This design comes from an exercise in tuning for small area on the open sky130 flow, not from production work.
RTL that was checked went through simulation tests only; none was proved equivalent to the original.
Only the layout flow was run in runs 1 to 3; the RTL was not checked for function there.

<file path="design/flow/flow/run.sh">
#!/bin/bash
# Standard ORFS layout with two changes: an area-oriented ABC mapping script
# (flow/abc_area.script, used through ABC_AREA=1) and single-drive port buffers.
set -euo pipefail
here=$(pwd)
rm -rf "$here/scripts"
cp -r "$FLOW_HOME/scripts" "$here/scripts"
cp "$here/flow/abc_area.script" "$here/scripts/abc_area.script"
bash standard.sh "SCRIPTS_DIR=$here/scripts" \
    "BUFFER_PORTS_ARGS=-buffer_cell sky130_fd_sc_hd__buf_1" \
    "CTS_ARGS=-sink_clustering_enable -repair_clock_nets -sink_clustering_size 24 -sink_clustering_max_diameter 120 -dont_use_dummy_load" \
    finish > "$here/flow_make.log" 2>&1
</file>
<file path="design/flow/flow/abc_area.script">
&get -n
&st
&deepsyn -T 20
&dch -f
&nf -a
&put
topo
stime -c
</file>
<file path="design/flow/standard.sh">
#!/bin/bash
# synth_recipe.tcl (not shown) runs the flow's synth.tcl, then flattens the netlist and writes it again
# the make line also repeats each setting of config.mk as NAME=value (left out here)
make -C /OpenROAD-flow-scripts/flow DESIGN_CONFIG=/design/flow/config.mk WORK_HOME=/design/flow/orfs CLKGATE_MAP_FILE= SYNTH_SCRIPT=/design/flow/synth_recipe.tcl "${@:-finish}"
</file>
<file path="design/flow/config.mk">
export PLATFORM = sky130hd
export DESIGN_NAME = svpwm_top
export DESIGN_NICKNAME = svpwm_top
export VERILOG_FILES = /design/flow/design.v
export SDC_FILE = /design/flow/constraint.sdc
export NUM_CORES = 4
export LEC_CHECK = 0
export ABC_AREA = 1
export CAP_MARGIN = 0
export CORE_MARGIN = 2
export CORE_UTILIZATION = 40
export SLEW_MARGIN = 0
</file>
<file path="design/flow/constraint.sdc">
create_clock -name core_clock -period 10.0 [get_ports {clk}]
set_input_delay 2.0000 -clock core_clock [delete_from_list [all_inputs] [get_ports {clk}]]
set_output_delay 2.0000 -clock core_clock [all_outputs]
set_load 0.01 [all_outputs]
</file>
<file path="design/flow/design.v">
package svpwm_pkg;
    typedef logic signed [16-1:0] sample_t;
    typedef logic [16-1:0] duty_t;
endpackage
`timescale 1ns/1ps
module space_vector_modulator
(
    input  logic        clk,
    input  logic        reset,
    input  svpwm_pkg::sample_t alpha,
    input  svpwm_pkg::sample_t beta,
    input  logic        in_valid,
    output logic        in_ready,
    output logic [11:0] duty_u,
    output logic [11:0] duty_v,
    output logic [11:0] duty_w,
    output logic        duty_valid,
    output logic        duty_write
);
    localparam logic [15:0] PERIOD = 16'(3000);
    logic [2:0] st;
    logic [15:0] a_r, b_r;
    logic        f_m, f_small, f_same, f_p, f_c, f_e;
    function automatic logic [15:0] radd(input logic [15:0] a, input logic [15:0] b, input logic cin);
        logic c;
        c = cin;
        for (int i = 0; i < 16; i++) begin
            radd[i] = a[i] ^ b[i] ^ c;
            c = (a[i] & b[i]) | (c & (a[i] ^ b[i]));
        end
    endfunction
    function automatic logic [15:0] sra1(input logic [15:0] x);
        sra1 = {x[15], x[15:1]};
    endfunction
    function automatic logic [11:0] clamp_duty(input svpwm_pkg::sample_t x);
        if (x < svpwm_pkg::sample_t'(20)) begin
            clamp_duty = 12'(20);
        end else if (x > svpwm_pkg::sample_t'(2980)) begin
            clamp_duty = 12'(2980);
        end else begin
            clamp_duty = x[11:0];
        end
    endfunction
    assign in_ready   = (st == 3'd0);
    assign duty_write = (st == 3'd6);
    logic m, sa;
    assign m  = f_m;
    assign sa = a_r[15];
    logic [24:0] a9, a137;
    logic [15:0] a_scaled;
    always_comb begin
        logic c;
        logic [24:0] x, y;
        x = {{9{a_r[15]}}, a_r};
        y = {{6{a_r[15]}}, a_r, 3'b0};
        c = 1'b0;
        for (int i = 0; i < 25; i++) begin
            a9[i] = x[i] ^ y[i] ^ c;
            c = (x[i] & y[i]) | (c & (x[i] ^ y[i]));
        end
        y = {{2{a_r[15]}}, a_r, 7'b0};
        c = 1'b0;
        for (int i = 0; i < 25; i++) begin
            a137[i] = a9[i] ^ y[i] ^ c;
            c = (a9[i] & y[i]) | (c & (a9[i] ^ y[i]));
        end
    end
    assign a_scaled = radd({a_r[14:0], 1'b0}, ~a137[24:9], a_r[8:0] == 9'd0);
    logic [15:0] abs_b, pp, qq, vv, other, hh, s_half, t_raw;
    logic        a_min, b_min, is_small, same;
    assign abs_b    = radd(b_r ^ {16{m}}, 16'd0, m);
    assign pp       = radd(abs_b, a_r, 1'b0);
    assign qq       = radd(abs_b, ~a_r, 1'b1);
    assign a_min    = (a_r == 16'h8000);
    assign b_min    = m && abs_b[15];
    assign is_small = !a_min && (b_min || (sa ? pp[15] : qq[15]));
    assign same     = (sa == m);
    assign vv       = sa ? pp : qq;
    assign other    = sa ? qq : pp;
    assign hh       = {(pp[15] & qq[15]) | (pp[15] & abs_b[14]) | (qq[15] & abs_b[14]), abs_b[14:0]};
    assign s_half   = is_small ? {1'b0, other[15:1]} : hh;
    always_comb begin
        if (is_small) begin
            t_raw = same ? abs_b : ~sra1(vv);
        end else begin
            t_raw = m ? sra1(qq) : sra1(pp);
        end
    end
    logic [15:0] d_val;
    assign d_val = radd(~a_r, {PERIOD[15:1], 1'b1}, f_p);
    logic [15:0] zz, ww, xo, yo, ysum;
    logic [11:0] cz, cx, cy;
    logic [1:0] sec;
    assign sec  = f_small ? (f_same ? 2'd1 : 2'd2) : 2'd0;
    assign zz   = sra1(d_val);
    assign ww   = m ? radd(PERIOD, ~zz, 1'b1) : zz;
    assign xo   = radd(~ww, {PERIOD[15:2], m ? {d_val[0], !d_val[0]} : {1'b0, !d_val[0]}}, 1'b0);
    assign ysum = radd(ww, ~b_r ^ {16{m}}, f_c ^ m);
    assign yo   = {ysum[15] ^ f_e, ysum[14:0]};
    assign cz   = clamp_duty(ww);
    assign cx   = clamp_duty(xo);
    assign cy   = clamp_duty(yo);
    always_ff @(posedge clk) begin
        if (in_ready) begin
            a_r <= alpha;
            b_r <= beta;
            f_m <= beta[15];
        end else if (st == 3'd1) begin
            a_r <= a_scaled;
        end else if (st == 3'd2) begin
            a_r     <= s_half;
            b_r     <= ~t_raw;
            f_small <= is_small;
            f_same  <= same;
            f_p     <= !is_small && pp[0];
            f_c     <= is_small && !same && !vv[0];
            f_e     <= is_small && !same && (vv == 16'h8000);
        end
        if (duty_write) begin
            case (sec)
                2'd0:    begin duty_u <= cy; duty_v <= cx; duty_w <= cz; end
                2'd1:    begin duty_u <= cx; duty_v <= cy; duty_w <= cz; end
                default: begin duty_u <= cz; duty_v <= cx; duty_w <= cy; end
            endcase
        end
    end
    always_ff @(posedge clk or posedge reset) begin
        if (reset) begin
            st         <= 3'd7;
            duty_valid <= 1'b0;
        end else begin
            duty_valid <= duty_write;
            if (st == 3'd0) begin
                st <= in_valid ? 3'd1 : 3'd0;
            end else if (st == 3'd6 || st == 3'd7) begin
                st <= 3'd0;
            end else begin
                st <= st + 3'd1;
            end
        end
    end
endmodule
`timescale 1ns/1ps
module pwm_carrier
(
    input  logic        clk,
    input  logic        reset,
    output logic [11:0] carrier_count,
    output logic        period_start,
    output logic        period_next
);
    logic count_up;
    logic [11:0] count_next;
    always_comb begin
        logic t;
        t = 1'b1;
        for (int i = 0; i < 12; i++) begin
            count_next[i] = carrier_count[i] ^ t;
            t = t && (carrier_count[i] == count_up);
        end
    end
    always_ff @(posedge clk or posedge reset) begin
        if (reset) begin
            carrier_count <= '0;
            count_up      <= 1'b1;
        end else if (count_up) begin
            carrier_count <= count_next;
            if (carrier_count == 12'(3000 - 1)) begin
                count_up <= 1'b0;
            end
        end else begin
            carrier_count <= count_next;
            if (carrier_count == 12'd1) begin
                count_up <= 1'b1;
            end
        end
    end
    assign period_start = (carrier_count == '0);
    assign period_next  = !count_up && (carrier_count == 12'd1);
endmodule
`timescale 1ns/1ps
module pwm_phase_leg
(
    input  logic        clk,
    input  logic        reset,
    input  logic [11:0] duty,
    input  logic        duty_load,
    input  logic        active_valid,
    input  logic [11:0] carrier_count,
    output logic        gate_hi,
    output logic        gate_lo
);
    logic [11:0] active_duty;
    logic        raw;
    logic        raw_q;
    logic [3:0]  dead_cnt;
    always_ff @(posedge clk) begin
        if (duty_load) begin
            active_duty <= duty;
        end
    end
    logic below;
    always_comb begin
        below = 1'b0;
        for (int i = 0; i < 12; i++) begin
            below = active_duty[i] ? (!carrier_count[i] || below) : (!carrier_count[i] && below);
        end
    end
    assign raw = active_valid && below;
    always_ff @(posedge clk or posedge reset) begin
        if (reset) begin
            raw_q    <= 1'b0;
            dead_cnt <= 4'(10);
        end else begin
            raw_q <= raw;
            if (raw != raw_q) begin
                dead_cnt <= 4'(10);
            end else if (dead_cnt != '0) begin
                dead_cnt <= dead_cnt - 1'b1;
            end
        end
    end
    assign gate_hi = (dead_cnt == '0) && raw_q;
    assign gate_lo = (dead_cnt == '0) && !raw_q;
endmodule
`timescale 1ns/1ps
module svpwm_top
(
    input  logic       clk,
    input  logic       reset,
    input  svpwm_pkg::sample_t    alpha,
    input  svpwm_pkg::sample_t    beta,
    input  logic       in_valid,
    output logic       in_ready,
    output svpwm_pkg::duty_t      duty_u,
    output svpwm_pkg::duty_t      duty_v,
    output svpwm_pkg::duty_t      duty_w,
    output logic       duty_valid,
    output logic [2:0] gate_hi,
    output logic [2:0] gate_lo
);
    logic [11:0] carrier_count;
    logic        period_start;
    logic        period_next;
    logic [11:0] du, dv, dw;
    logic        duty_write;
    logic        pending_valid;
    logic        active_valid;
    logic        active_load;
    space_vector_modulator u_modulator (
        .clk        (clk),
        .reset      (reset),
        .alpha      (alpha),
        .beta       (beta),
        .in_valid   (in_valid),
        .in_ready   (in_ready),
        .duty_u     (du),
        .duty_v     (dv),
        .duty_w     (dw),
        .duty_valid (duty_valid),
        .duty_write (duty_write)
    );
    assign duty_u = {4'b0, du};
    assign duty_v = {4'b0, dv};
    assign duty_w = {4'b0, dw};
    pwm_carrier u_carrier (
        .clk           (clk),
        .reset         (reset),
        .carrier_count (carrier_count),
        .period_start  (period_start),
        .period_next   (period_next)
    );
    always_ff @(posedge clk or posedge reset) begin
        if (reset) begin
            pending_valid <= 1'b0;
            active_valid  <= 1'b0;
        end else begin
            if (duty_valid) begin
                pending_valid <= 1'b1;
            end
            if (period_start) begin
                active_valid <= pending_valid;
            end
        end
    end
    assign active_load = (period_start && !duty_valid) || (period_next && duty_write);
    pwm_phase_leg u_leg_u (
        .clk           (clk),
        .reset         (reset),
        .duty          (du),
        .duty_load     (active_load),
        .active_valid  (active_valid),
        .carrier_count (carrier_count),
        .gate_hi       (gate_hi[0]),
        .gate_lo       (gate_lo[0])
    );
    pwm_phase_leg u_leg_v (
        .clk           (clk),
        .reset         (reset),
        .duty          (dv),
        .duty_load     (active_load),
        .active_valid  (active_valid),
        .carrier_count (carrier_count),
        .gate_hi       (gate_hi[1]),
        .gate_lo       (gate_lo[1])
    );
    pwm_phase_leg u_leg_w (
        .clk           (clk),
        .reset         (reset),
        .duty          (dw),
        .duty_load     (active_load),
        .active_valid  (active_valid),
        .carrier_count (carrier_count),
        .gate_hi       (gate_hi[2]),
        .gate_lo       (gate_lo[2])
    );
endmodule
</file>
==> run notes, run 1 <==
GP Congestion - 0.934
Sequential element share of the synthesized area - 38.2%
WL final - 28400 um
Final period utilization - 95.9%
Adder-Cell Fraction of Synth Area - 23.9%
Area grow syn2layout - 12.2%
Initial core utilization - 40.6%
Synth Flop Type - edfxtp_1
Setup TNS - 0 ps
Slew Viols, Final - 0
Count of cell types in the netlist - 57
Cell Area, Synth - 10900 sq um
XOR/XNOR Fraction of Synth Area - 4.50%
Worst min path class - register to register
Multi-input gate area - 6220 sq um
Crit path arrival time - 9750 ps
M2 GR Usage - 33.3%
IO buf count - 78
Kind of cell adding the most delay to the critical path - adder cells
CTS tree - done
Largest family of logic cells by synthesized area - adder cells
Max Cap Viol - 0
CP max-delay cell - fa_2
Setup Crit Path Kind - register to register
Vias - 8313
Final instance area - 12200 sq um
Residual DRC - 0
Num CTS Buffers - 17
Met1 usage - 27.9%
Final setup fails - 0
Compound-gate portion of the synthesized area - 14.7%
Largest net degree at the start of global routing - 54
Max FO, Critical Path - 2
Register bit total from synthesis - 144
Final WS setup - 410 ps
DIE AREA - 28600 sq um
Row cnt - 60
Simple-Gate Fraction of Synth Area - 11.0%
Wire per inst - 19.2 um
Post-synth EDFFs - 110
Final hold violations - 0
Register Area - 4170 sq um
Drt initial violations - 785
Crit end category - register
Mux cell area share after synthesis - 1.66%
Initial antenna violation count - 0
Die height - 169 um
GR Util All Layers - 20.4%
Worst skew pair latency - 420 ps
Fillers - 2529
Dpl hpwl - 23000 um
CP most frequent cell - fa_1
Setup Skew - 36.2 ps
Pre-CTS setup slack - -142 ps
CTS root buf - clkbuf_16
Slew HR - 25.6%
Vias per inst - 5.61
Routed Antenna Nets - 0
Synth Instances - 1030
Final net count - 1336
Fmax - 0.104 GHz
Commonest non-fill, non-tap cell in the layout - clkinv_1
Placed Cells - 1463
Die W - 169 um
Syn Area/Cell - 10.6 sq um
Post-CTS Hold Fix Bufs - 0
Vias in the first global route - 8321
Post-route non-filler standard cell count - 1482
Layout cells sized above 1 - 7.01%
Worst slew pin tran - 1100 ps
Clock sink count - 144
Status - finished clean
CP startpoint kind - register
Number of diodes - 0
GR peak layer - met2
Largest stage delay, worst path - 570 ps
Post-synth top area share - 30.3%
Crit path required time - 10160 ps
Period minus WS final - 9590 ps
Core Area - 26900 sq um
Placed cell areas - 11800 sq um
Clk buf depth - 2
H-tree level count - 4
Commonest cells after routing, fill and taps aside - clkinv_1 (140), edfxtp_1 (110), buf_1 (78)
Async SR Flop Fraction - 23.6%
Yosys top cell by area - edfxtp_1
First-pass GRT wire length - 45100 um
Clk slew on worst S/H paths - 70 ps
Grt met3 use - 4.13%
DR pass1 iterations - 5
Global route overflow - 0
YS warnings - 4
IO Pins - 91
Synth top area cells - edfxtp_1 (30%), fa_1 (15%), ha_1 (8.7%)
Critical path buffers and inverters - 4
-- what timing repair did --
action / 4_1_cts / 5_1_grt
resized for setup: 2 / 14
buffers inserted: 1 / 1
endpoints found under the setup margin: 2 / 19
pin swaps: 1 / 2
-- routing by layer --
metal / routed length (um) / vias to the layer above
met1: 12600 / 4105
li1: - / 3888
met3: 1950 / 39
met4: 578 / 0
met2: 13300 / 281
met5: 0 / -
-- worst paths after layout --
kind                                                 startpoint                              endpoint  slack [ps]  cells past startpoint
min in group asynchronous                                 reset  u_carrier.carrier_count[8]$_DFF_PP0_        1650                      3
worst min-delay path            u_modulator.duty_w[3]$_DFFE_PP_      u_leg_w.active_duty[3]$_DFFE_PP_         440                      0
worst max-delay path               u_modulator.a_r[1]$_DFFE_PP_         u_modulator.a_r[15]$_DFFE_PP_         410                     31
worst min register to register  u_modulator.duty_w[3]$_DFFE_PP_      u_leg_w.active_duty[3]$_DFFE_PP_         440                      0
max in group asynchronous                                 reset           u_modulator.st[1]$_DFF_PP1_        7990                      3
worst max register to register     u_modulator.a_r[1]$_DFFE_PP_         u_modulator.a_r[15]$_DFFE_PP_         410                     31
-- cells by family after synthesis --
logic type / after synthesis
adders and majority gates: 159
muxes: 18
and+or+nand+nor: 251
xor gates and xnor gates: 56
DFF: 144
AOI/OAI and AO/OA: 242
other: 1
buffers and inverters: 159
-- flip-flops by register name, indices dropped and copies added (netlist names), 3 cells and up --
| signal | cells |
|---|---|
| u_modulator.a_r | 16 |
| u_modulator.b_r | 16 |
| u_carrier.carrier_count | 12 |
| u_leg_u.active_duty | 12 |
| u_leg_v.active_duty | 12 |
| u_leg_w.active_duty | 12 |
| u_modulator.duty_u | 12 |
| u_modulator.duty_v | 12 |
| u_modulator.duty_w | 12 |
| u_leg_u.dead_cnt | 4 |
| u_leg_v.dead_cnt | 4 |
| u_leg_w.dead_cnt | 4 |
| u_modulator.st | 3 |
-- final cells by class --
| class | count | share of cell area [%] |
|---|---|---|
| multi-input cells | 738 | 50.9 |
| flip-flops and latches | 144 | 34.0 |
| inverters | 141 | 4.33 |
| repair buffers | 101 | 3.80 |
| well taps | 341 | 3.49 |
| clock buffers | 17 | 3.48 |
-- synth_stat cells (all sizes together), types with 5 or more instances --
master / number
clkinv: 141
edfxtp: 110
fa: 82
ha: 76
nand2: 74
nor2: 67
o21ai: 61
a21oi: 37
o22ai: 33
xor2: 29
xnor2: 27
dfrtp: 24
a221oi: 20
a22oi: 18
buf: 18
nor3: 18
mux2i: 17
nand3: 16
nand2b: 15
and2: 13
dfstp: 10
nor2b: 10
o21a: 10
nor4: 9
o221ai: 9
and3: 8
a211oi: 7
o211ai: 6
a31oi: 5
nand4: 5
-- metrics by stage --
step | hold WS [ps] | util, %
floorplan | 436 | -
global placement | 431 | 43.7
detailed placement | 431 | 43.7
CTS | 447 | 45.3
global route | 460 | 45.5
finish | 439 | 45.5
==> run 2, diff against run 1 <==
--- a/design/flow/flow/run.sh
+++ b/design/flow/flow/run.sh
@@ -8,5 +8,5 @@
 cp "$here/flow/abc_area.script" "$here/scripts/abc_area.script"
 bash standard.sh "SCRIPTS_DIR=$here/scripts" \
     "BUFFER_PORTS_ARGS=-buffer_cell sky130_fd_sc_hd__buf_1" \
-    "CTS_ARGS=-sink_clustering_enable -repair_clock_nets -sink_clustering_size 24 -sink_clustering_max_diameter 120 -dont_use_dummy_load" \
+    "CTS_ARGS=-sink_clustering_enable -repair_clock_nets -sink_clustering_size 24 -sink_clustering_max_diameter 120 -dont_use_dummy_load -buf_list sky130_fd_sc_hd__clkbuf_8" \
     finish > "$here/flow_make.log" 2>&1
==> run 2 against run 1 <==
  * Still clean on timing, DRC and antenna
  * Synthesized cell count did not move
  * Cell count rose by 0.27%
  * Count of clock-buffer cells in the layout did not move
  * Critical endpoint unchanged
==> run notes, run 2 <==
Core Area - 26900 sq um (unchanged)
Cell Area, Synth - 10900 sq um (unchanged)
Number of diodes - 0 (unchanged)
Fmax - 0.104 GHz (about the same)
Largest family of logic cells by synthesized area - adder cells (unchanged)
Wire per inst - 19.2 um (about the same)
Async SR Flop Fraction - 23.6% (unchanged)
DR pass1 iterations - 6 (was 5)
Commonest cells after routing, fill and taps aside - clkinv_1 (140), edfxtp_1 (110), buf_1 (78) (unchanged)
Synth top cells by count - clkinv_1 (141), edfxtp_1 (110), fa_1 (82) (unchanged)
Vias per inst - 5.61 (about the same)
Final net count - 1340 (was 1336)
Worst slew pin tran - 1090 ps (was 1100 ps)
Period minus WS final - 9640 ps (was 9590 ps)
Crit path required time - 10180 ps (was 10160 ps)
Unrepaired setup endpoints after global routing - no
Sequential element share of the synthesized area - 38.2% (unchanged)
CP most frequent cell - fa_1 (unchanged)
Setup Crit Path Kind - register to register (unchanged)
Adder-Cell Fraction of Synth Area - 23.9% (unchanged)
GP Congestion - 0.934 (unchanged)
Die height - 169 um (unchanged)
Worst flop-to-flop path startpoint - u_modulator.a_r[4]$_DFFE_PP_ (was u_modulator.a_r[1]$_DFFE_PP_)
Global route overflow - 0 (unchanged)
Worst skew pair latency - 440 ps (was 420 ps)
Residual DRC - 0 (unchanged)
Synth Flop Type - edfxtp_1 (unchanged)
Clk buf depth - 2 (unchanged)
Worst setup path start - u_modulator.a_r[4]$_DFFE_PP_ (was u_modulator.a_r[1]$_DFFE_PP_)
CP max-delay cell - fa_2 (unchanged)
DIE AREA - 28600 sq um (unchanged)
Commonest non-fill, non-tap cell in the layout - clkinv_1 (unchanged)
Row cnt - 60 (unchanged)
Simple-Gate Fraction of Synth Area - 11.0% (unchanged)
Min-delay src - u_modulator.duty_w[3]$_DFFE_PP_ (unchanged)
Most numerous cell in the Yosys netlist - clkinv_1 (unchanged)
Layout cells sized above 1 - 7.25% (was 7.01%)
Slew Viols, Final - 0 (unchanged)
WL final - 28500 um (was 28400 um)
Largest net degree at the start of global routing - 54 (unchanged)
Register Area - 4170 sq um (unchanged)
Register bit total from synthesis - 144 (unchanged)
CP startpoint kind - register (unchanged)
Die W - 169 um (unchanged)
XOR/XNOR Fraction of Synth Area - 4.50% (unchanged)
Crit end category - register (unchanged)
Post-synth EDFFs - 110 (unchanged)
Routed Antenna Nets - 0 (unchanged)
Count of cell types in the netlist - 57 (unchanged)
Final setup fails - 0 (unchanged)
Syn Area/Cell - 10.6 sq um (unchanged)
Yosys top cell by area - edfxtp_1 (unchanged)
First-pass GRT wire length - 45200 um (was 45100 um)
Max FO, Critical Path - 2 (unchanged)
Synth Instances - 1030 (unchanged)
Synth top area cells - edfxtp_1 (30%), fa_1 (15%), ha_1 (8.7%) (unchanged)
YS warnings - 4 (unchanged)
Fillers - 2563 (was 2529)
GR Util All Layers - 20.4% (about the same)
Slew HR - 26.4% (was 25.6%)
Drt initial violations - 749 (was 785)
Dpl hpwl - 23000 um (unchanged)
IO buf count - 78 (unchanged)
Clock sink count - 144 (unchanged)
Initial core utilization - 40.6% (unchanged)
Final period utilization - 96.4% (was 95.9%)
Clk slew on worst S/H paths - 100 ps (was 70 ps)
Post-CTS Hold Fix Bufs - 0 (unchanged)
CTS tree - done (unchanged)
Post-synth top area share - 30.3% (unchanged)
Max Cap Viol - 0 (unchanged)
IO Pins - 91 (unchanged)
Status - finished clean (unchanged)
Vias - 8331 (was 8313)
Placed Cells - 1463 (unchanged)
Initial antenna violation count - 0 (unchanged)
H-tree level count - 4 (unchanged)
Mux cell area share after synthesis - 1.66% (unchanged)
Fin util - 44.9% (was 45.5%)
Compound-gate portion of the synthesized area - 14.7% (unchanged)
Largest stage delay, worst path - 570 ps (about the same)
Setup Skew - 47.9 ps (was 36.2 ps)
Largest regs - u_modulator.a_r (16), u_modulator.b_r (16) (unchanged)
Vias in the first global route - 8300 (was 8321)
Final hold violations - 0 (unchanged)
Area grow syn2layout - 10.7% (was 12.2%)
Multi-input gate area - 6220 sq um (about the same)
CTS root buf - clkbuf_8 (was clkbuf_16)
Crit path arrival time - 9820 ps (was 9750 ps)
Num CTS Buffers - 17 (unchanged)
Post-route non-filler standard cell count - 1486 (was 1482)
Worst min path class - register to register (unchanged)
run 2: cell counts after synthesis:
Identical to the previous run, type by type.
run 2: cell type report:
| type | instances | share of cell area (%) |
|---|---|---|
| clock buffers | 17 | 1.94 |
| inverters | 141 | 4.39 |
| repair buffers | 105 | 4.10 |
| well taps | 341 | 3.53 |
| flip-flops and latches | 144 | 34.5 |
| multi-input cells | 738 | 51.5 |
run 2: cells by family (layout without fill, tap and decap cells):
kind of cell,after synthesis,count (layout)
buffers and inverters,159,263
multiplexers,18,18
other,1,12
XOR/XNOR,56,56
AO/OA/AOI/OAI,242,242
flip-flops,144,144
AND/OR/NAND/NOR,251,251
adder cells (fa/ha/maj),159,159
run 2: repair_timing:
action | 4_1_cts | 5_1_grt
endpoints found under the setup margin | 2 | 19
hold endpoints to repair | 0 | 0
resized for setup | 2 | 13
pin swaps | 1 | 2
setup buffers | 1 | 5
run 2: stage by stage:
stage	setup slack, ps	TNS (ps)	hold slack [ps]	area (sq um)
final	362	0	432	12100
after global routing	2.30	0	451	12100
after CTS	18.8	0	441	12000
after detailed placement	-142	-197	431	11800
after global placement	101	0	431	11800
after floorplan	-3.91	-3.91	436	11000
run 2: final timing paths:
kind	end	slack (ps)	cells after the start
max in group asynchronous	u_leg_v.dead_cnt[1]$_DFFE_PP1P_	8020	3
max	u_modulator.a_r[15]$_DFFE_PP_	360	31
min	u_leg_w.active_duty[3]$_DFFE_PP_	430	0
max reg2reg	u_modulator.a_r[15]$_DFFE_PP_	360	31
min in group asynchronous	u_carrier.carrier_count[8]$_DFF_PP0_	1620	3
min reg2reg	u_leg_w.active_duty[3]$_DFFE_PP_	430	0
run 2: worst max-delay path: cells and delay by family, from the launching register on:
family	cells	cell delay, ps
flops	1	410
compound gates	6	900
buf+inv	4	300
fa+ha+maj	20	7660
xor+xnor	1	130
run 2: per-layer routing:
metal | vias up | routed length [um] | global-route usage [%]
met5 | - | 0 | 0
met4 | 0 | 499 | 5.13
met3 | 29 | 1780 | 4.13
met2 | 279 | 13400 | 33.3
met1 | 4135 | 12800 | 28.0
li1 | 3888 | - | -
==> run 3, diff against run 2 <==
--- a/design/flow/flow/run.sh
+++ b/design/flow/flow/run.sh
@@ -8,5 +8,5 @@
 cp "$here/flow/abc_area.script" "$here/scripts/abc_area.script"
 bash standard.sh "SCRIPTS_DIR=$here/scripts" \
     "BUFFER_PORTS_ARGS=-buffer_cell sky130_fd_sc_hd__buf_1" \
-    "CTS_ARGS=-sink_clustering_enable -repair_clock_nets -sink_clustering_size 24 -sink_clustering_max_diameter 120 -dont_use_dummy_load -buf_list sky130_fd_sc_hd__clkbuf_8" \
+    "CTS_ARGS=-sink_clustering_enable -repair_clock_nets -sink_clustering_size 32 -sink_clustering_max_diameter 150 -dont_use_dummy_load -buf_list sky130_fd_sc_hd__clkbuf_8" \
     finish > "$here/flow_make.log" 2>&1
==> run 3 against run 2 <==
  * Still clean on timing, DRC and antenna
  * Core utilization did not move
  * Cell area stayed put
  * Cell count is the same
  * Count of clock-buffer cells in the layout unchanged
  * Register-to-register slack barely moved
  * Via count unchanged
  * Highest routed layer unchanged
==> run notes, run 3 <==
Status - finished clean (unchanged)
Die height - 169 um (unchanged)
Fmax - 0.104 GHz (unchanged)
Num CTS Buffers - 17 (unchanged)
Mux cell area share after synthesis - 1.66% (unchanged)
Adder-Cell Fraction of Synth Area - 23.9% (unchanged)
Slew Viols, Final - 0 (unchanged)
Clk slew on worst S/H paths - 100 ps (about the same)
Worst slew pin tran - 1090 ps (unchanged)
Multi-input gate area - 6220 sq um (unchanged)
Syn Area/Cell - 10.6 sq um (unchanged)
Slew HR - 26.4% (unchanged)
GR Util All Layers - 20.4% (unchanged)
Final setup fails - 0 (unchanged)
Clock sink count - 144 (unchanged)
Placed Cells - 1463 (unchanged)
DIE AREA - 28600 sq um (unchanged)
Commonest non-fill, non-tap cell in the layout - clkinv_1 (unchanged)
H-tree level count - 4 (unchanged)
XOR/XNOR Fraction of Synth Area - 4.50% (unchanged)
IO Pins - 91 (unchanged)
Largest net degree at the start of global routing - 54 (unchanged)
Max FO, Critical Path - 2 (unchanged)
Largest family of logic cells by synthesized area - adder cells (unchanged)
Cell Area, Synth - 10900 sq um (unchanged)
IO buf count - 78 (unchanged)
Post-synth EDFFs - 110 (unchanged)
WL final - 28500 um (unchanged)
Async SR Flop Fraction - 23.6% (unchanged)
CP most frequent cell - fa_1 (unchanged)
Vias - 8331 (unchanged)
Period minus WS final - 9640 ps (unchanged)
GP Congestion - 0.934 (unchanged)
Clk buf depth - 2 (unchanged)
Final hold violations - 0 (unchanged)
Dpl hpwl - 23000 um (unchanged)
CTS tree - done (unchanged)
Final period utilization - 96.4% (unchanged)
Unrepaired setup endpoints after global routing - no (unchanged)
Count of cell types in the netlist - 57 (unchanged)
Commonest cells after routing, fill and taps aside - clkinv_1 (140), edfxtp_1 (110), buf_1 (78) (unchanged)
Worst min path class - register to register (unchanged)
Register bit total from synthesis - 144 (unchanged)
Layout cells sized above 1 - 7.25% (unchanged)
Global route overflow - 0 (unchanged)
Fin util - 44.9% (unchanged)
Initial antenna violation count - 0 (unchanged)
CP startpoint kind - register (unchanged)
Largest regs - u_modulator.a_r (16), u_modulator.b_r (16) (unchanged)
Final instance area - 12100 sq um (unchanged)
Vias per inst - 5.61 (unchanged)
Crit path required time - 10180 ps (about the same)
Largest stage delay, worst path - 570 ps (about the same)
Placed cell areas - 11800 sq um (unchanged)
Worst skew pair latency - 440 ps (about the same)
Synth Flop Type - edfxtp_1 (unchanged)
Sequential element share of the synthesized area - 38.2% (unchanged)
Final WS setup - 362 ps (unchanged)
Final net count - 1340 (unchanged)
Synth Instances - 1030 (unchanged)
Vias in the first global route - 8300 (unchanged)
Post-CTS Hold Fix Bufs - 0 (unchanged)
Hold Worst Slack - 432 ps (unchanged)
Setup Crit Path Kind - register to register (unchanged)
Synth top area cells - edfxtp_1 (30%), fa_1 (15%), ha_1 (8.7%) (unchanged)
Setup Skew - 47.9 ps (unchanged)
Pre-CTS setup slack - -142 ps (unchanged)
YS warnings - 4 (unchanged)
Routed Antenna Nets - 0 (unchanged)
Row cnt - 60 (unchanged)
Setup TNS - 0 ps (unchanged)
Number of diodes - 0 (unchanged)
Most numerous cell in the Yosys netlist - clkinv_1 (unchanged)
Crit end category - register (unchanged)
DR pass1 iterations - 6 (unchanged)
Area grow syn2layout - 10.7% (unchanged)
Max Cap Viol - 0 (unchanged)
Post-synth top area share - 30.3% (unchanged)
Compound-gate portion of the synthesized area - 14.7% (unchanged)
Synth top cells by count - clkinv_1 (141), edfxtp_1 (110), fa_1 (82) (unchanged)
CP max-delay cell - fa_2 (unchanged)
Initial core utilization - 40.6% (unchanged)
Register Area - 4170 sq um (unchanged)
Fillers - 2563 (unchanged)
CTS root buf - clkbuf_8 (unchanged)
Post-route non-filler standard cell count - 1486 (unchanged)
Residual DRC - 0 (unchanged)
First-pass GRT wire length - 45200 um (unchanged)
Wire per inst - 19.2 um (unchanged)
Drt initial violations - 749 (unchanged)
Simple-Gate Fraction of Synth Area - 11.0% (unchanged)
Die W - 169 um (unchanged)
Core Area - 26900 sq um (unchanged)
Crit path arrival time - 9820 ps (about the same)
Yosys top cell by area - edfxtp_1 (unchanged)
run 3: path summary, 6_finish.rpt:
path                                                 start                                    to  slack [ps]  cells after the start
setup / recovery              u_modulator.a_r[4]$_DFFE_PP_         u_modulator.a_r[15]$_DFFE_PP_         360                     31
setup reg to reg              u_modulator.a_r[4]$_DFFE_PP_         u_modulator.a_r[15]$_DFFE_PP_         360                     31
min in group asynchronous                            reset  u_carrier.carrier_count[8]$_DFF_PP0_        1620                      3
hold reg to reg            u_modulator.duty_w[3]$_DFFE_PP_      u_leg_w.active_duty[3]$_DFFE_PP_         430                      0
hold / removal             u_modulator.duty_w[3]$_DFFE_PP_      u_leg_w.active_duty[3]$_DFFE_PP_         430                      0
max in group asynchronous                            reset       u_leg_v.dead_cnt[1]$_DFFE_PP1P_        8020                      3
run 3: worst max-delay path, delay by kind of cell, from the launching register on:
family          cells  cell delay [ps]
buf+inv             4              300
flops               1              410
xor+xnor            1              130
compound gates      6              900
fa+ha+maj          20             7660
run 3: what timing repair did:
item / 4_1_cts / 5_1_grt
buffers inserted: 1 / 5
endpoints found under the setup margin: 2 / 19
pin swaps: 1 / 2
endpoints found under the hold margin: 0 / 0
gates resized for setup: 2 / 13
run 3: logic make-up (layout without fill, tap and decap cells):
logic type               count (synthesis)  after routing
other                                    1             12
flip-flops                             144            144
multiplexers                            18             18
buffers and inverters                  159            263
XOR/XNOR                                56             56
AND/OR/NAND/NOR                        251            251
AO/OA/AOI/OAI                          242            242
adder cells (fa/ha/maj)                159            159
run 3: cell type report:
cell class | count | share of cell area (%)
sequential | 144 | 34.5
clock buffer | 17 | 1.94
timing repair buffer | 105 | 4.10
tap | 341 | 3.53
multi-input combinational | 738 | 51.5
inverter | 141 | 4.39
run 3: layer usage:
metal  vias up  GRT usage (%)  part of all wire (%)
li1       3888              -                     -
met1      4135           28.0                    45
met2       279           33.3                    47
met3        29           4.13                   6.3
met4         0           5.13                   1.8
met5         -              0                     0
==> run 4, diff against run 3 <==
--- a/design/flow/design.v
+++ b/design/flow/design.v
@@ -86,15 +86,16 @@
             t_raw = m ? sra1(qq) : sra1(pp);
         end
     end
-    logic [15:0] d_val;
-    assign d_val = radd(~a_r, {PERIOD[15:1], 1'b1}, f_p);
-    logic [15:0] zz, ww, xo, yo, ysum;
+    logic [15:0] ww, xo, yo, ysum;
     logic [11:0] cz, cx, cy;
     logic [1:0] sec;
     assign sec  = f_small ? (f_same ? 2'd1 : 2'd2) : 2'd0;
-    assign zz   = sra1(d_val);
-    assign ww   = m ? radd(PERIOD, ~zz, 1'b1) : zz;
-    assign xo   = radd(~ww, {PERIOD[15:2], m ? {d_val[0], !d_val[0]} : {1'b0, !d_val[0]}}, 1'b0);
+    logic [15:0] rr;
+    logic        d0;
+    assign d0   = f_p ^ a_r[0];
+    assign rr   = radd(a_r ^ {16{!m}}, {PERIOD[15:2], m ? {1'b0, !f_p} : {f_p, !f_p}}, 1'b0);
+    assign ww   = {m ? (rr > 16'd38769) : rr[15], rr[15:1]};
+    assign xo   = radd(~ww, {PERIOD[15:2], m ? {d0, !d0} : {1'b0, !d0}}, 1'b0);
     assign ysum = radd(ww, ~b_r ^ {16{m}}, f_c ^ m);
     assign yo   = {ysum[15] ^ f_e, ysum[14:0]};
     assign cz   = clamp_duty(ww);
@@ -114,7 +115,7 @@
             f_same  <= same;
             f_p     <= !is_small && pp[0];
             f_c     <= is_small && !same && !vv[0];
-            f_e     <= is_small && !same && (vv == 16'h8000);
+            f_e     <= b_min && (a_r == 16'd0);
         end
         if (duty_write) begin
             case (sec)
--- a/design/flow/flow/run.sh
+++ b/design/flow/flow/run.sh
@@ -8,5 +8,5 @@
 cp "$here/flow/abc_area.script" "$here/scripts/abc_area.script"
 bash standard.sh "SCRIPTS_DIR=$here/scripts" \
     "BUFFER_PORTS_ARGS=-buffer_cell sky130_fd_sc_hd__buf_1" \
-    "CTS_ARGS=-sink_clustering_enable -repair_clock_nets -sink_clustering_size 32 -sink_clustering_max_diameter 150 -dont_use_dummy_load -buf_list sky130_fd_sc_hd__clkbuf_8" \
+    "CTS_ARGS=-sink_clustering_enable -repair_clock_nets -sink_clustering_size 24 -sink_clustering_max_diameter 120 -dont_use_dummy_load -buf_list sky130_fd_sc_hd__clkbuf_8" \
     finish > "$here/flow_make.log" 2>&1
==> run 4 against run 3 <==
  * Critical path depth unchanged
  * First-iteration DRC count down 15%
  * Routed wire length down 4.8%
  * Cell area down 2.7%
==> run notes, run 4 <==
Most numerous cell in the Yosys netlist - clkinv_1 (unchanged)
Dpl hpwl - 21400 um (was 23000 um)
Final hold violations - 0 (unchanged)
Drt initial violations - 633 (was 749)
WL final - 27100 um (was 28500 um)
Initial antenna violation count - 0 (unchanged)
IO Pins - 91 (unchanged)
Unrepaired setup endpoints after global routing - no (unchanged)
Max Cap Viol - 0 (unchanged)
Number of diodes - 0 (unchanged)
Global route overflow - 0 (unchanged)
XOR/XNOR Fraction of Synth Area - 5.97% (was 4.50%)
Commonest cells after routing, fill and taps aside - clkinv_1 (129), edfxtp_1 (110), fa_1 (82) (was clkinv_1 (140), edfxtp_1 (110), buf_1 (78))
Final period utilization - 95.0% (was 96.4%)
Area grow syn2layout - 9.76% (was 10.7%)
DIE AREA - 28100 sq um (was 28600 sq um)
Placed Cells - 1407 (was 1463)
Kind of cell adding the most delay to the critical path - adder cells (unchanged)
Syn Area/Cell - 10.9 sq um (was 10.6 sq um)
Synth Instances - 985 (was 1030)
Synth top area cells - edfxtp_1 (31%), fa_1 (16%), ha_1 (7.4%) (was edfxtp_1 (30%), fa_1 (15%), ha_1 (8.7%))
CP max-delay cell - fa_1 (was fa_2)
Largest net degree at the start of global routing - 40 (was 54)
CP most frequent cell - fa_1 (unchanged)
Count of cell types in the netlist - 56 (was 57)
Post-synth top area share - 30.9% (was 30.3%)
Status - finished clean (unchanged)
CTS root buf - clkbuf_8 (unchanged)
Async SR Flop Fraction - 23.6% (unchanged)
Mux cell area share after synthesis - 1.13% (was 1.66%)
Crit path arrival time - 9800 ps (was 9820 ps)
Crit path required time - 10300 ps (was 10180 ps)
Worst skew pair latency - 460 ps (was 440 ps)
Commonest non-fill, non-tap cell in the layout - clkinv_1 (unchanged)
Clk slew on worst S/H paths - 80 ps (was 100 ps)
Worst min path class - register to register (unchanged)
IO buf count - 78 (unchanged)
Max FO, Critical Path - 2 (unchanged)
Synth top cells by count - clkinv_1 (130), edfxtp_1 (110), fa_1 (83) (was clkinv_1 (141), edfxtp_1 (110), fa_1 (82))
Fmax - 0.105 GHz (was 0.104 GHz)
Residual DRC - 0 (unchanged)
Setup TNS - 0 ps (unchanged)
Compound-gate portion of the synthesized area - 15.1% (was 14.7%)
Largest family of logic cells by synthesized area - adder cells (unchanged)
Layout cells sized above 1 - 5.02% (was 7.25%)
DR pass1 iterations - 6 (unchanged)
Die W - 168 um (was 169 um)
Critical path buffers and inverters - 5 (was 4)
Core Area - 26100 sq um (was 26900 sq um)
Worst slew pin tran - 1140 ps (was 1090 ps)
Crit end category - register (unchanged)
Die height - 168 um (was 169 um)
H-tree level count - 4 (unchanged)
Routed Antenna Nets - 0 (unchanged)
CP startpoint kind - register (unchanged)
Setup Skew - 31.4 ps (was 47.9 ps)
Final net count - 1278 (was 1340)
Vias - 7908 (was 8331)
Post-route non-filler standard cell count - 1430 (was 1486)
Slew HR - 24.3% (was 26.4%)
Yosys top cell by area - edfxtp_1 (unchanged)
Adder-Cell Fraction of Synth Area - 22.9% (was 23.9%)
Cell Area, Synth - 10700 sq um (was 10900 sq um)
GR Util All Layers - 20.1% (was 20.4%)
Final setup fails - 0 (unchanged)
Largest regs - u_modulator.a_r (16), u_modulator.b_r (16) (unchanged)
Hold Worst Slack - 437 ps (was 432 ps)
Clock sink count - 144 (unchanged)
Num CTS Buffers - 17 (unchanged)
First-pass GRT wire length - 43600 um (was 45200 um)
Clk buf depth - 2 (unchanged)
Synth Flop Type - edfxtp_1 (unchanged)
GP Congestion - 0.917 (was 0.934)
Sequential element share of the synthesized area - 38.9% (was 38.2%)
Register bit total from synthesis - 144 (unchanged)
Period minus WS final - 9500 ps (was 9640 ps)
CTS tree - done (unchanged)
Slew Viols, Final - 0 (unchanged)
YS warnings - 4 (unchanged)
Vias in the first global route - 8065 (was 8300)
Largest stage delay, worst path - 520 ps (was 570 ps)
Wire per inst - 19.0 um (was 19.2 um)
Row cnt - 59 (was 60)
Post-CTS Hold Fix Bufs - 0 (unchanged)
Vias per inst - 5.53 (was 5.61)
Post-synth EDFFs - 110 (unchanged)
Simple-Gate Fraction of Synth Area - 10.1% (was 11.0%)
Setup Crit Path Kind - register to register (unchanged)
Initial core utilization - 41.0% (was 40.6%)
==> run 4: cell types whose count changed after synthesis, sizes merged, moves of 9 or more <==
cell and delta:
o21ai -22, a221oi -13, clkinv -11, o221ai +9
xnor2 +10, nor2 -13, a21oi +14, ha -13
==> run 4: logic make-up (layout without fill, tap and decap cells) <==
group	count (synthesis)	in the layout
AO/OA/AOI/OAI	237	237
AND/OR/NAND/NOR	224	224
buffers and inverters	148	247
adder cells (fa/ha/maj)	146	146
flip-flops	144	144
XOR/XNOR	73	73
multiplexers	12	12
other	1	12
==> run 4: layer usage <==
| metal | vias up | track usage [%] | wire (um) |
|---|---|---|---|
| met1 | 3823 | 26.3 | 11800 |
| met2 | 295 | 34.0 | 13100 |
| met4 | 0 | 6.39 | 676 |
| li1 | 3734 | - | - |
| met3 | 56 | 3.50 | 1530 |
| met5 | - | 0 | 0 |
==> run 4: worst register-to-register path: cells and delay by family, from the launching register on <==
kind	cells	cell delay, ps
buf+inv	5	360
fa+ha+maj	20	7970
flops	1	410
compound gates	5	570
simple gates	1	60
==> run 4: area by class of cell <==
type / instances / area [sq um]
inverters: 130 / 489
well taps: 335 / 419
fillers: 2495 / 14400
multi-input cells: 704 / 5980
flip-flops and latches: 144 / 4170
repair buffers: 100 / 458
clock buffers: 17 / 234
==> run 4: what timing repair did <==
action	CTS	global route
resized for setup	0	1
endpoints found under the setup margin	0	1
hold endpoints to repair	0	0
setup buffers	0	6
==> run 4: final timing paths <==
kind | start | endpoint | slack [ps] | cells past startpoint
min reg2reg | u_modulator.duty_w[0]$_DFFE_PP_ | u_leg_w.active_duty[0]$_DFFE_PP_ | 440 | 0
max in group asynchronous | reset | u_leg_v.dead_cnt[1]$_DFFE_PP1P_ | 8020 | 3
min in group asynchronous | reset | u_leg_v.raw_q$_DFF_PP0_ | 1600 | 3
max reg2reg | u_modulator.a_r[4]$_DFFE_PP_ | u_modulator.a_r[14]$_DFFE_PP_ | 500 | 31
max | u_modulator.a_r[4]$_DFFE_PP_ | u_modulator.a_r[14]$_DFFE_PP_ | 500 | 31
min | u_modulator.duty_w[0]$_DFFE_PP_ | u_leg_w.active_duty[0]$_DFFE_PP_ | 440 | 0
==> run 4: metrics by stage <==
step	setup WS (ps)	cell area, sq um	utilization, %
final	496	11700	45.0
after global routing	22.7	11700	45.0
after CTS	386	11700	44.8
after detailed placement	393	11500	43.9
after global placement	498	11500	43.9
after floorplan	3.58	10700	-
==> run 5, diff against run 4 <==
--- a/design/flow/design.v
+++ b/design/flow/design.v
@@ -68,7 +68,7 @@
     assign a_scaled = radd({a_r[14:0], 1'b0}, ~a137[24:9], a_r[8:0] == 9'd0);
     logic [15:0] abs_b, pp, qq, vv, other, hh, s_half, t_raw;
     logic        a_min, b_min, is_small, same;
-    assign abs_b    = radd(b_r ^ {16{m}}, 16'd0, m);
+    assign abs_b    = b_r;
     assign pp       = radd(abs_b, a_r, 1'b0);
     assign qq       = radd(abs_b, ~a_r, 1'b1);
     assign a_min    = (a_r == 16'h8000);
@@ -96,7 +96,7 @@
     assign rr   = radd(a_r ^ {16{!m}}, {PERIOD[15:2], m ? {1'b0, !f_p} : {f_p, !f_p}}, 1'b0);
     assign ww   = {m ? (rr > 16'd38769) : rr[15], rr[15:1]};
     assign xo   = radd(~ww, {PERIOD[15:2], m ? {d0, !d0} : {1'b0, !d0}}, 1'b0);
-    assign ysum = radd(ww, ~b_r ^ {16{m}}, f_c ^ m);
+    assign ysum = radd(ww, b_r, f_c ^ m);
     assign yo   = {ysum[15] ^ f_e, ysum[14:0]};
     assign cz   = clamp_duty(ww);
     assign cx   = clamp_duty(xo);
@@ -104,13 +104,13 @@
     always_ff @(posedge clk) begin
         if (in_ready) begin
             a_r <= alpha;
-            b_r <= beta;
+            b_r <= radd(beta ^ {16{beta[15]}}, 16'd0, beta[15]);
             f_m <= beta[15];
         end else if (st == 3'd1) begin
             a_r <= a_scaled;
         end else if (st == 3'd2) begin
             a_r     <= s_half;
-            b_r     <= ~t_raw;
+            b_r     <= t_raw ^ {16{m}};
             f_small <= is_small;
             f_same  <= same;
             f_p     <= !is_small && pp[0];
==> run 5 against run 4 <==
  * Worst hold slack better by 20 ps
  * Flip-flop and latch count did not move
  * Critical path type unchanged
  * Register-to-register slack got worse by 20 ps
==> run notes, run 5 <==
Final instance area - 11600 sq um (was 11700 sq um)
Final setup fails - 0 (unchanged)
Wire per inst - 19.6 um (was 19.0 um)
Max FO, Critical Path - 3 (was 2)
Worst slew pin tran - 1310 ps (was 1140 ps)
Die W - 167 um (was 168 um)
GP Congestion - 0.882 (was 0.917)
Setup TNS - 0 ps (unchanged)
Slew Viols, Final - 0 (unchanged)
Post-CTS Hold Fix Bufs - 0 (unchanged)
CP max-delay cell - fa_1 (unchanged)
Count of cell types in the netlist - 57 (was 56)
Area grow syn2layout - 10.0% (was 9.76%)
Fmax - 0.105 GHz (about the same)
Min-delay src - u_modulator.duty_w[0]$_DFFE_PP_ (unchanged)
Synth Flop Type - edfxtp_1 (unchanged)
Synth Instances - 974 (was 985)
Final period utilization - 95.2% (was 95.0%)
Pre-CTS setup slack - 101 ps (was 393 ps)
Register Area - 4170 sq um (unchanged)
Fin util - 44.8% (was 45.0%)
Vias per inst - 5.69 (was 5.53)
Max Cap Viol - 0 (unchanged)
Core Area - 26000 sq um (was 26100 sq um)
Setup Crit Path Kind - register to register (unchanged)
Register bit total from synthesis - 144 (unchanged)
Synth top cells by count - clkinv_1 (115), edfxtp_1 (110), fa_1 (83) (was clkinv_1 (130), edfxtp_1 (110), fa_1 (83))
Worst flop-to-flop path startpoint - u_modulator.a_r[4]$_DFFE_PP_ (unchanged)
Final hold violations - 0 (unchanged)
Largest stage delay, worst path - 570 ps (was 520 ps)
IO Pins - 91 (unchanged)
Global route overflow - 0 (unchanged)
Layout cells sized above 1 - 5.34% (was 5.02%)
Worst min path class - register to register (unchanged)
Clock sink count - 144 (unchanged)
CTS tree - done (unchanged)
Period minus WS final - 9520 ps (was 9500 ps)
Largest net degree at the start of global routing - 40 (unchanged)
Die height - 167 um (was 168 um)
Yosys top cell by area - edfxtp_1 (unchanged)
H-tree level count - 4 (unchanged)
Commonest cells after routing, fill and taps aside - clkinv_1 (115), edfxtp_1 (110), fa_1 (78), buf_1 (78), nor2_1 (77) (was clkinv_1 (129), edfxtp_1 (110), fa_1 (82))
Initial core utilization - 40.7% (was 41.0%)
Placed cell areas - 11400 sq um (was 11500 sq um)
CP most frequent cell - fa_1 (unchanged)
R2R cell count - 31 (unchanged)
Status - finished clean (unchanged)
Crit path arrival time - 9800 ps (about the same)
Crit end category - register (unchanged)
Hold depth - 0 (unchanged)
Vias in the first global route - 8035 (was 8065)
Reg-to-reg setup timing slack - 480 ps (was 500 ps)
Vias - 8079 (was 7908)
Row cnt - 59 (unchanged)
Slew HR - 11.9% (was 24.3%)
Fillers - 2510 (was 2495)
Multi-input gate area - 5910 sq um (was 5980 sq um)
Clk buf depth - 2 (unchanged)
Drt initial violations - 808 (was 633)
Async SR Flop Fraction - 23.6% (unchanged)
Commonest non-fill, non-tap cell in the layout - clkinv_1 (unchanged)
WL final - 27900 um (was 27100 um)
DR pass1 iterations - 7 (was 6)
Final WS setup - 479 ps (was 496 ps)
Worst skew pair latency - 450 ps (was 460 ps)
Setup Skew - 37.6 ps (was 31.4 ps)
Num CTS Buffers - 17 (unchanged)
Routed Antenna Nets - 0 (unchanged)
Synth top area cells - edfxtp_1 (31%), fa_1 (16%), ha_1 (7.5%) (was edfxtp_1 (31%), fa_1 (16%), ha_1 (7.4%))
Most numerous cell in the Yosys netlist - clkinv_1 (unchanged)
CTS root buf - clkbuf_8 (unchanged)
Dpl hpwl - 22000 um (was 21400 um)
Unrepaired setup endpoints after global routing - no (unchanged)
IO buf count - 78 (unchanged)
Cell Area, Synth - 10600 sq um (was 10700 sq um)
First-pass GRT wire length - 44800 um (was 43600 um)
DIE AREA - 27700 sq um (was 28100 sq um)
Hold EP - u_leg_w.active_duty[0]$_DFFE_PP_ (unchanged)
Final net count - 1269 (was 1278)
Number of diodes - 0 (unchanged)
GR Util All Layers - 20.5% (was 20.1%)
Post-synth top area share - 31.3% (was 30.9%)
Syn Area/Cell - 10.9 sq um (about the same)
Initial antenna violation count - 0 (unchanged)
Residual DRC - 0 (unchanged)
Post-synth EDFFs - 110 (unchanged)
YS warnings - 4 (unchanged)
Reg-to-Reg End - u_modulator.a_r[14]$_DFFE_PP_ (unchanged)
Crit path required time - 10280 ps (was 10300 ps)
Sequential element share of the synthesized area - 39.4% (was 38.9%)
CP startpoint kind - register (unchanged)
Clk slew on worst S/H paths - 90 ps (was 80 ps)
Largest regs - u_modulator.a_r (16), u_modulator.b_r (16) (unchanged)
[run 5: cell types whose count changed after synthesis, moves of 6 or more]
cell | before | now
xor2_1 | 36 | 26
and2_0 | 13 | 7
a21oi_1 | 51 | 61
nor3_1 | 19 | 26
nor2_1 | 54 | 77
o211ai_1 | 11 | 4
clkinv_1 | 130 | 115
o31ai_1 | 2 | 8
mux2i_1 | 11 | 3
o21ai_0 | 39 | 33
[run 5: worst max path at each step]
| stage | startpoint | endpoint | slack (ps) | cells after the start |
|---|---|---|---|---|
| floorplan | u_modulator.a_r[1]$_DFFE_PP_ | u_modulator.a_r[14]$_DFFE_PP_ | 440 | 31 |
| global placement | u_modulator.a_r[4]$_DFFE_PP_ | u_modulator.a_r[14]$_DFFE_PP_ | 270 | 31 |
| detailed placement | u_modulator.a_r[4]$_DFFE_PP_ | u_modulator.a_r[14]$_DFFE_PP_ | 100 | 31 |
| CTS | u_modulator.a_r[4]$_DFFE_PP_ | u_modulator.a_r[14]$_DFFE_PP_ | 60 | 31 |
| global route | u_modulator.a_r[4]$_DFFE_PP_ | u_modulator.a_r[14]$_DFFE_PP_ | 10 | 31 |
| finish | u_modulator.a_r[4]$_DFFE_PP_ | u_modulator.a_r[14]$_DFFE_PP_ | 480 | 31 |
[run 5: worst max-delay path: cells and delay by family (launching register included)]
family | cells | cell delay (ps)
AOI/OAI and AO/OA | 5 | 620
adders and majority gates | 20 | 7880
buffers and inverters | 5 | 370
DFF | 1 | 430
and+or+nand+nor | 1 | 70
[run 5: per-layer routing]
metal  global-route usage [%]  up-vias  wire length, um
met4                     6.11        0              588
met2                     34.6      337            13700
li1                         -     3730                -
met3                     3.64       47             1580
met5                        0        -                0
met1                     27.2     3965            12000
[run 5: area by class of cell]
cell class | instances | area share, %
clock buffers | 17 | 2.01
inverters | 115 | 3.71
repair buffers | 102 | 4.07
multi-input cells | 708 | 50.8
flip-flops and latches | 144 | 35.8
well taps | 335 | 3.60
[run 5: cell families after synthesis]
family                   Yosys count  synth area share, %
multiplexers                       9                0.923
flip-flops                       144                 39.4
XOR/XNOR                          60                 4.97
buffers and inverters            133                 5.36
AND/OR/NAND/NOR                  240                 10.5
adder cells (fa/ha/maj)          147                 23.3
AO/OA/AOI/OAI                    240                 15.6
other                              1               0.0355
[run 5: per-stage QoR]
step,hold slack [ps],std cells
final,457,1421
after global routing,470,1421
after CTS,461,1419
after detailed placement,446,1402
after global placement,438,1402
after floorplan,440,985
[run 5: repair_timing]
action | in CTS | in global routing
setup endpoints to repair | 0 | 2
hold endpoints to repair | 0 | 0
gates resized for setup | 0 | 5
setup buffers | 0 | 2
==> run 6, diff against run 5 <==
==> design/flow/flow/abc_area.script (replaced) <==
&get -n
&st
&deepsyn -J 50 -T 60
&dch -f
&nf -a
&put
topo
stime -c
--- a/design/flow/config.mk
+++ b/design/flow/config.mk
@@ -9,4 +9,5 @@
 export CAP_MARGIN = 0
 export CORE_MARGIN = 2
 export CORE_UTILIZATION = 40
+export GPL_TIMING_DRIVEN = 0
 export SLEW_MARGIN = 0
==> run 6 against run 5 <==
  * Non-clock buffer count up 3
  * Worst setup slack improved by 30 ps
  * Still clean
  * Core utilization increased by 0.26 points
  * Clock skew up 3.4 ps
  * Largest cell class unchanged
  * Register-to-register slack better by 30 ps
  * Via count decreased by 2.0%
  * Cell area increased by 0.57%
==> run notes, run 6 <==
Pre-CTS setup slack - -12.4 ps (was 101 ps)
Core Area - 26000 sq um (unchanged)
IO Pins - 91 (unchanged)
Clk slew on worst S/H paths - 100 ps (was 90 ps)
DR pass1 iterations - 6 (was 7)
Synth Flop Type - edfxtp_1 (unchanged)
Setup Crit Path Kind - register to register (unchanged)
Crit end category - register (unchanged)
Crit path required time - 10290 ps (was 10280 ps)
Post-CTS Hold Fix Bufs - 0 (unchanged)
Synth Instances - 974 (unchanged)
GP Congestion - 0.880 (was 0.882)
Syn Area/Cell - 10.9 sq um (unchanged)
Commonest cells after routing, fill and taps aside - clkinv_1 (114), edfxtp_1 (110), fa_1 (78), buf_1 (78), nor2_1 (75) (was clkinv_1 (115), edfxtp_1 (110), fa_1 (78), buf_1 (78), nor2_1 (77))
Final net count - 1272 (was 1269)
CTS tree - done (unchanged)
Largest stage delay, worst path - 570 ps (about the same)
Yosys top cell by area - edfxtp_1 (unchanged)
Layout cells sized above 1 - 6.06% (was 5.34%)
Synth top cells by count - clkinv_1 (115), edfxtp_1 (110), fa_1 (83) (unchanged)
Vias - 7919 (was 8079)
Initial core utilization - 40.7% (unchanged)
Final hold violations - 0 (unchanged)
Final period utilization - 94.9% (was 95.2%)
H-tree level count - 4 (unchanged)
Largest regs - u_modulator.a_r (16), u_modulator.b_r (16) (unchanged)
Min-delay src - u_modulator.duty_u[9]$_DFFE_PP_ (was u_modulator.duty_w[0]$_DFFE_PP_)
Count of cell types in the netlist - 57 (unchanged)
Sequential element share of the synthesized area - 39.4% (unchanged)
Worst slew pin tran - 1340 ps (was 1310 ps)
IO buf count - 78 (unchanged)
Synth top area cells - edfxtp_1 (31%), fa_1 (16%), ha_1 (7.5%) (unchanged)
Post-synth EDFFs - 110 (unchanged)
Post-synth top area share - 31.3% (unchanged)
Routed Antenna Nets - 0 (unchanged)
Register bit total from synthesis - 144 (unchanged)
Status - finished clean (unchanged)
Wire per inst - 18.8 um (was 19.6 um)
Vias in the first global route - 8035 (unchanged)
Final setup fails - 0 (unchanged)
Die W - 167 um (unchanged)
Final WS setup - 509 ps (was 479 ps)
Worst min path class - register to register (unchanged)
First-pass GRT wire length - 43200 um (was 44800 um)
WL final - 26800 um (was 27900 um)
Clk buf depth - 2 (unchanged)
Num CTS Buffers - 17 (unchanged)
DIE AREA - 27700 sq um (unchanged)
Vias per inst - 5.56 (was 5.69)
Row cnt - 59 (unchanged)
Slew HR - 10.6% (was 11.9%)
CP max-delay cell - fa_1 (unchanged)
Fillers - 2491 (was 2510)
CTS root buf - clkbuf_8 (unchanged)
Unrepaired setup endpoints after global routing - no (unchanged)
Residual DRC - 0 (unchanged)
Number of diodes - 0 (unchanged)
CP most frequent cell - fa_1 (unchanged)
Worst flop-to-flop path startpoint - u_modulator.a_r[1]$_DFFE_PP_ (was u_modulator.a_r[4]$_DFFE_PP_)
Hold Worst Slack - 444 ps (was 457 ps)
Crit path arrival time - 9780 ps (was 9800 ps)
Global route overflow - 0 (unchanged)
Fmax - 0.105 GHz (about the same)
Slew Viols, Final - 0 (unchanged)
Commonest non-fill, non-tap cell in the layout - clkinv_1 (unchanged)
GR Util All Layers - 19.9% (was 20.5%)
Die height - 167 um (unchanged)
Most numerous cell in the Yosys netlist - clkinv_1 (unchanged)
Max FO, Critical Path - 2 (was 3)
Area grow syn2layout - 10.7% (was 10.0%)
Cell Area, Synth - 10600 sq um (unchanged)
Clock sink count - 144 (unchanged)
Setup Skew - 41.1 ps (was 37.6 ps)
Period minus WS final - 9490 ps (was 9520 ps)
Initial antenna violation count - 0 (unchanged)
Worst skew pair latency - 450 ps (about the same)
Dpl hpwl - 21400 um (was 22000 um)
Async SR Flop Fraction - 23.6% (unchanged)
Max Cap Viol - 0 (unchanged)
YS warnings - 4 (unchanged)
Largest net degree at the start of global routing - 40 (unchanged)
CP startpoint kind - register (unchanged)
Worst setup path start - u_modulator.a_r[1]$_DFFE_PP_ (was u_modulator.a_r[4]$_DFFE_PP_)
Drt initial violations - 783 (was 808)
-- run 6: worst paths after layout --
path                                                   endpoint  slack [ps]  cells past startpoint
hold / removal                 u_leg_u.active_duty[9]$_DFFE_PP_         440                      0
max in group asynchronous  u_carrier.carrier_count[3]$_DFF_PP0_        7850                      2
hold reg to reg                u_leg_u.active_duty[9]$_DFFE_PP_         440                      0
setup reg to reg                  u_modulator.a_r[14]$_DFFE_PP_         510                     31
min in group asynchronous       u_leg_u.dead_cnt[2]$_DFFE_PP0P_        1640                      2
setup / recovery                  u_modulator.a_r[14]$_DFFE_PP_         510                     31
-- run 6: logic make-up after synthesis --
group                      Yosys count  synth area share [%]
xor gates and xnor gates            60                  4.97
AOI/OAI and AO/OA                  240                  15.6
adders and majority gates          147                  23.3
muxes                                9                 0.923
and+or+nand+nor                    240                  10.5
DFF                                144                  39.4
buffers and inverters              133                  5.36
other                                1                0.0355
-- run 6: routing by layer --
layer  vias up  global-route usage [%]  share of wire [%]
li1       3733                       -                  -
met1      3798                    25.8                 43
met2       328                    32.9                 48
met3        60                    4.30                6.5
met4         0                    7.27                3.3
met5         -                       0                  0
-- run 6: worst max-delay path: cells and delay by family (launching register included) --
family                     cells  cell delay, ps
adders and majority gates     20            7890
and+or+nand+nor                1              70
AOI/OAI and AO/OA              5             580
DFF                            1             400
buffers and inverters          5             380
-- run 6: final cells by class --
cell class / instances / area (sq um) / area share (%)
Multi-Input combinational cell: 708 / 5920 / 50.6
Tap cell: 335 / 419 / 3.58
Buffer: 18 / 135 / 1.16
Sequential cell: 144 / 4170 / 35.6
Inverter: 115 / 432 / 3.69
Timing Repair Buffer: 87 / 388 / 3.32
Clock buffer: 17 / 234 / 2.00
-- run 6: metrics by stage --
step | cells | TNS, ps | cell area (sq um) | util (%)
floorplan | 985 | 0 | 10600 | -
global placement | 1398 | -5810 | 11300 | 43.6
detailed placement | 1401 | -12.4 | 11400 | 43.8
CTS | 1419 | 0 | 11600 | 44.8
global route | 1424 | 0 | 11700 | 45.0
finish | 1424 | 0 | 11700 | 45.0
-- run 6: repair_timing --
item / in CTS / in global routing
setup buffers: 1 / 5
gates resized for setup: 1 / 10
endpoints found under the setup margin: 4 / 49

[static timing again, ports no longer ideal]
Ports are ideal in the flow. The routed layouts listed here were re-timed in OpenROAD. Step 1 sets driving cells, clkbuf_16 on the clock port and buf_2 on the other inputs (assumed; they add their load-dependent delay and slew). Step 2 moves the port delays by t, midway between the first and last clock arrival at a register: inputs arrive t later, outputs are due t later. That takes back most of the time a late clock gives input paths. Three values: no drivers, after step 1, after step 2; two values: the first two.
| run | t, ns | slack for setup (ns) | hold slack, ns | worst setup path after step 2 | worst register clock-pin slew, ns |
|---|---|---|---|---|---|
| run 1 | 0.450 | 0.410 / 0.410 / 0.410 | 0.439 / 0.439 / 0.439 | register to register | 0.07 / 0.07 |
| run 2 | 0.456 | 0.362 / 0.362 / 0.362 | 0.432 / 0.432 / 0.432 | register to register | 0.10 / 0.10 |
| run 3 | 0.456 | 0.362 / 0.362 / 0.362 | 0.432 / 0.432 / 0.432 | register to register | 0.10 / 0.10 |
| run 4 | 0.484 | 0.496 / 0.496 / 0.496 | 0.437 / 0.437 / 0.437 | register to register | 0.10 / 0.10 |
| run 5 | 0.473 | 0.479 / 0.479 / 0.479 | 0.457 / 0.457 / 0.457 | register to register | 0.09 / 0.09 |
| run 6 | 0.472 | 0.509 / 0.509 / 0.509 | 0.444 / 0.444 / 0.444 | register to register | 0.10 / 0.10 |
After both steps setup and hold are still met in every run listed.
